From an optimization exercise on the open Yosys and OpenROAD flow, aimed at small area; shortcuts taken in it are not production practice. Only simulation tests tie the RTL to the original design; equivalence was not proved. Power is estimated from default activity; no workload was simulated.

== before ==
// softreg_fabric_top
module softreg_fabric_top (
	input  logic          global_clk,
	input  logic          global_rst_n,
	input  logic [softreg_pkg::SR_REQ_W-1:0]  softreg_req,
	output logic [softreg_pkg::SR_RESP_W-1:0] softreg_resp
);
Size: roughly 170 I/O pins, ~85000 sq um of cells after synthesis.
Settings: LEC_CHECK=0, CAP_MARGIN=20, CORE_MARGIN=2, CORE_UTILIZATION=60, CTS_BUF_LIST=sky130_fd_sc_hd__clkbuf_8, PLACE_DENSITY=0.7, SLEW_MARGIN=20; clock period 5.0 ns.
run.sh (not shown) runs the stock make flow with config.mk's settings and CLKGATE_MAP_FILE= SYNTH_SCRIPT=/design/flow/synth_recipe.tcl, a recipe that flattens the netlist after the stock synthesis.
before: full flow OK, the timing, DRC and antenna checks passed
Changes in after relative to before:
diff --git a/flow/config.mk b/flow/config.mk
--- a/flow/config.mk
+++ b/flow/config.mk
@@ -10,3 +10 @@
-export CORE_UTILIZATION = 60
-export CTS_BUF_LIST = sky130_fd_sc_hd__clkbuf_8
-export PLACE_DENSITY = 0.7
+export CORE_UTILIZATION = 35
## What came out
Per the final summary, after finished and its layout is clean on timing, DRC and antenna. The met3 track demand over resource in global routing reported for after is smaller than that of before by 5.5 points. Going from before to after, highest net fanout along the worst path grew by more than 10%. after vs before: measured slew at the worst slew-check pin down in after. Compared with before, after shows wire length of the first global-routing pass that has gone up by a little under 10%.


Another version of the RTL of softreg_fabric_top (not shown whole).
For scale: roughly 2500 flip-flops, ~170 I/O pins, about 82000 um^2 of cells after synthesis.
clock: 5.0 ns
lec_check: 0
cap_margin: 20
core_margin: 2
core_utilization: 65
place_density: 0.75
slew_margin: 20
standard.sh (not shown) runs the stock make flow with config.mk's settings and CLKGATE_MAP_FILE= SYNTH_SCRIPT=/design/flow/synth_recipe.tcl, a recipe that flattens the netlist after the stock synthesis.
==> flow/flow/run.sh <==
#!/bin/bash
# Standard ORFS layout (the standard.sh) with these changes:
#  - synthesis maps the combinational logic with an area-oriented ABC script
#    (flow/abc_area_map.script in place of ORFS's abc_speed.script); the rest of
#    the synthesis, and so every register, is the standard one,
#  - buf_1 port buffers instead of the default clkdlybuf4s50_1,
#  - CTS with larger sink clusters on clkbuf_8 and no dummy loads,
# Make output goes to synth_make.log and flow_make.log; ORFS writes each step's
# log under orfs/logs.
set -uo pipefail
cd "$(dirname "${BASH_SOURCE[0]}")/.."
rm -rf scripts_mod
cp -r "$FLOW_HOME/scripts" scripts_mod
cp flow/abc_area_map.script scripts_mod/abc_speed.script
bash standard.sh "SCRIPTS_DIR=$PWD/scripts_mod" synth > synth_make.log 2>&1
status=$?
if [[ $status -ne 0 ]]; then tail -20 synth_make.log; exit $status; fi
bash standard.sh \
  "BUFFER_PORTS_ARGS=-buffer_cell sky130_fd_sc_hd__buf_1" \
  "CTS_ARGS=-sink_clustering_enable -repair_clock_nets -dont_use_dummy_load -buf_list sky130_fd_sc_hd__clkbuf_8 -sink_clustering_size 18 -sink_clustering_max_diameter 60" \
  finish > flow_make.log 2>&1
status=$?
tail -20 flow_make.log
exit $status
==> flow/flow/abc_area_map.script <==
&get -n
&st
&dch
&nf -R 1000 -p -C 32 -F 8
&put
topo
stime -c
Rerun with:
- CORE_UTILIZATION: 65 -> 55
- PLACE_DENSITY: 0.75 -> 0.65
Result: Combinational power is lower by about 3%. Flip-flop and latch count stays the same. Wire length went up by 0.87%. Power increases by 0.67%. First-iteration DRC count decreases by 23%. Cell count rose by 4.9%. Fmax increases by 4.5%.


== run E ==
softreg_fabric_top again, from the RTL that the note above started with.
// softreg_fabric_top
module softreg_fabric_top (
	input  logic          global_clk,
	input  logic          global_rst_n,
	input  logic [softreg_pkg::SR_REQ_W-1:0]  softreg_req,
	output logic [softreg_pkg::SR_RESP_W-1:0] softreg_resp
);
==> flow/config.mk <==
export PLATFORM = sky130hd
export DESIGN_NAME = softreg_fabric_top
export DESIGN_NICKNAME = softreg_fabric_top
export VERILOG_FILES = /design/flow/design.v
export SDC_FILE = /design/flow/constraint.sdc
export NUM_CORES = 4
export LEC_CHECK = 0
export CAP_MARGIN = 20
export CORE_MARGIN = 2
export CORE_UTILIZATION = 55
export PLACE_DENSITY = 0.65
export SLEW_MARGIN = 20
==> flow/constraint.sdc <==
create_clock -name core_clock -period 5.0 [get_ports {global_clk}]
set_input_delay 1.0000 -clock core_clock [delete_from_list [all_inputs] [get_ports {global_clk}]]
set_output_delay 1.0000 -clock core_clock [all_outputs]
set_load 0.01 [all_outputs]
==> flow/flow/run.sh <==
#!/bin/bash
# Standard ORFS layout (the standard.sh) with these changes:
#  - synthesis maps the combinational logic with an area-oriented ABC script
#    (flow/abc_area_map.script in place of ORFS's abc_speed.script); the rest of
#    the synthesis, and so every register, is the standard one,
#  - buf_1 port buffers instead of the default clkdlybuf4s50_1,
#  - CTS with larger sink clusters on clkbuf_8 and no dummy loads,
# Make output goes to synth_make.log and flow_make.log; ORFS writes each step's
# log under orfs/logs.
set -uo pipefail
cd "$(dirname "${BASH_SOURCE[0]}")/.."
rm -rf scripts_mod
cp -r "$FLOW_HOME/scripts" scripts_mod
cp flow/abc_area_map.script scripts_mod/abc_speed.script
bash standard.sh "SCRIPTS_DIR=$PWD/scripts_mod" synth > synth_make.log 2>&1
status=$?
if [[ $status -ne 0 ]]; then tail -20 synth_make.log; exit $status; fi
bash standard.sh \
  "BUFFER_PORTS_ARGS=-buffer_cell sky130_fd_sc_hd__buf_1" \
  "CTS_ARGS=-sink_clustering_enable -repair_clock_nets -dont_use_dummy_load -buf_list sky130_fd_sc_hd__clkbuf_8 -sink_clustering_size 16 -sink_clustering_max_diameter 50" \
  finish > flow_make.log 2>&1
status=$?
tail -20 flow_make.log
exit $status
Scripts as last shown in full above: flow/flow/abc_area_map.script
[inputs] run B vs run E
diff --git a/flow/flow/run.sh b/flow/flow/run.sh
--- a/flow/flow/run.sh
+++ b/flow/flow/run.sh
@@ -7,0 +8 @@
+#  - power recovery (gate downsizing) after global routing.
@@ -20,0 +22 @@
+  "RECOVER_POWER=100" \
==> run notes <==
- Run E → run B: final core area utilization went down 0.38 points, leakage power went down 0.33 nW.
- The flow for run B finished, though final verification flagged max-capacitance violations, max-slew violations.
- ~same total wire length after detailed routing in run E and run B
- Diff run B..run E | unique cell type count in the Yosys netlist | unchanged
- Compared with run E, run B supports a lower clock frequency.
- Run E -> run B: power density relative to cell area increased slightly
- Run E -> run B: logic gate share of total power flat
- The minimum setup slack in the final design reported for run B is smaller than that of run E by 1050 ps.
- Logic depth of the worst setup path including buffers: higher on run E
- Capture point of the worst path: rd_data_q[0][12] -> run B, regs_q[22][39] -> run E
- Looking at area overhead of the layout relative to synthesis, run B sits 0.68 points lower than run E does.


== middle ==
Starting RTL as in the previous note.
Settings: LEC_CHECK=0, CAP_MARGIN=20, CORE_MARGIN=2, CORE_UTILIZATION=55, PLACE_DENSITY=0.65, SLEW_MARGIN=20; clock period 5.0 ns.
==> flow/flow/run.sh <==
#!/bin/bash
# Standard ORFS layout (the standard.sh) with these changes:
#  - synthesis maps the combinational logic with an area-oriented ABC script
#    (flow/abc_area_map.script in place of ORFS's abc_speed.script); the rest of
#    the synthesis, and so every register, is the standard one,
#  - buf_1 port buffers instead of the default clkdlybuf4s50_1,
#  - CTS with larger sink clusters on clkbuf_8 and no dummy loads,
#  - power recovery (gate downsizing) after global routing.
# Make output goes to synth_make.log and flow_make.log; ORFS writes each step's
# log under orfs/logs.
set -uo pipefail
cd "$(dirname "${BASH_SOURCE[0]}")/.."
rm -rf scripts_mod
cp -r "$FLOW_HOME/scripts" scripts_mod
cp flow/abc_area_map.script scripts_mod/abc_speed.script
bash standard.sh "SCRIPTS_DIR=$PWD/scripts_mod" synth > synth_make.log 2>&1
status=$?
if [[ $status -ne 0 ]]; then tail -20 synth_make.log; exit $status; fi
bash standard.sh \
  "BUFFER_PORTS_ARGS=-buffer_cell sky130_fd_sc_hd__buf_1" \
  "CTS_ARGS=-sink_clustering_enable -repair_clock_nets -dont_use_dummy_load -buf_list sky130_fd_sc_hd__clkbuf_8 -sink_clustering_size 18 -sink_clustering_max_diameter 60" \
  "RECOVER_POWER=100" \
  finish > flow_make.log 2>&1
status=$?
tail -20 flow_make.log
exit $status
Scripts as last shown in full above: flow/flow/abc_area_map.script
[flow] middle | stages: complete | final checks: fail | reason: capacitance limit, slew limit
Input changes introduced in west (baseline for comparison: middle):
==> flow/flow/run.sh <==
#!/bin/bash
# Standard ORFS layout (the standard.sh, unchanged synthesis) with:
#  - buf_1 port buffers instead of the default clkdlybuf4s50_1,
#  - CTS with larger sink clusters on clkbuf_8 and no dummy loads,
# The make output goes to flow_make.log; ORFS writes each step's log under orfs/logs.
set -uo pipefail
cd "$(dirname "${BASH_SOURCE[0]}")/.."
bash standard.sh \
  "BUFFER_PORTS_ARGS=-buffer_cell sky130_fd_sc_hd__buf_1" \
  "CTS_ARGS=-sink_clustering_enable -repair_clock_nets -dont_use_dummy_load -buf_list sky130_fd_sc_hd__clkbuf_8 -sink_clustering_size 18 -sink_clustering_max_diameter 60" \
  finish > flow_make.log 2>&1
status=$?
tail -20 flow_make.log
exit $status
removed: flow/flow/abc_area_map.script
- west was carried through to the last stage, and its layout satisfied the timing, DRC and antenna checks.
- In the tables for west and middle, die footprint reads lower with middle.
- west vs. middle: count of placed standard cells including taps now sits higher; number of buffer cells added on primary ports now sits at about the same level; final RePlAce weighted congestion saw a decrease.
- Against middle, west comes in 1700 um^2 higher on placed instance area.
- Synthesis-to-finish area growth of west is on par with middle.
- For middle, the cell with the largest stage delay on the worst path was sky130_fd_sc_hd__a21o_1, unlike west, where it was sky130_fd_sc_hd__o41ai_4.
- Worst setup slack after placement sits lower in west than in middle.
- Summary: setup skew after layout, west better than middle
- | final critical-path setup slack | west vs middle | 670 ps higher |
- Worst hold margin: west and middle compared, lower one is middle

## static timing again, ports no longer ideal
The flow's constraints put no driver on any port. The routed layouts listed below were extracted and timed again, unchanged, in two steps. Step 1 assumes that a clkbuf_16 drives the clock port and a buf_2 every other input. Step 2 moves the port delays by t, midway between the first and last clock arrival at a register: inputs arrive t later, outputs are due t later. That takes back most of the time a late clock gives input paths. Three values: no drivers, after step 1, after step 2; two values: the first two.
| run | t, ns | slack for setup (ns) | latest minus earliest clock arrival (ns) | pins driven straight from the clock port |
|---|---|---|---|---|
| before | 1.117 | 1.033 / 1.033 / 0.541 | 0.105 / 0.106 | 1 |
| after | 0.965 | 1.130 / 1.130 / 0.463 | 0.056 / 0.056 | 1 |
| the first run of note 2 | 0.979 | 1.976 / 1.976 / 1.154 | 0.104 / 0.104 | 1 |
| the second run of note 2 | 1.010 | 2.106 / 2.166 / 1.156 | 0.130 / 0.130 | 1 |
| run E | 0.973 | 2.072 / 2.131 / 1.158 | 0.130 / 0.130 | 1 |
| run B | 0.976 | 1.023 / 1.023 / 0.266 | 0.124 / 0.124 | 1 |
| middle | 1.008 | 1.231 / 1.290 / 0.282 | 0.123 / 0.122 | 1 |
| west | 0.994 | 1.901 / 1.942 / 0.948 | 0.098 / 0.098 | 1 |
The setup slack of west, which loses most, moves by +0.041 ns with the drivers and by -0.953 ns with both steps.
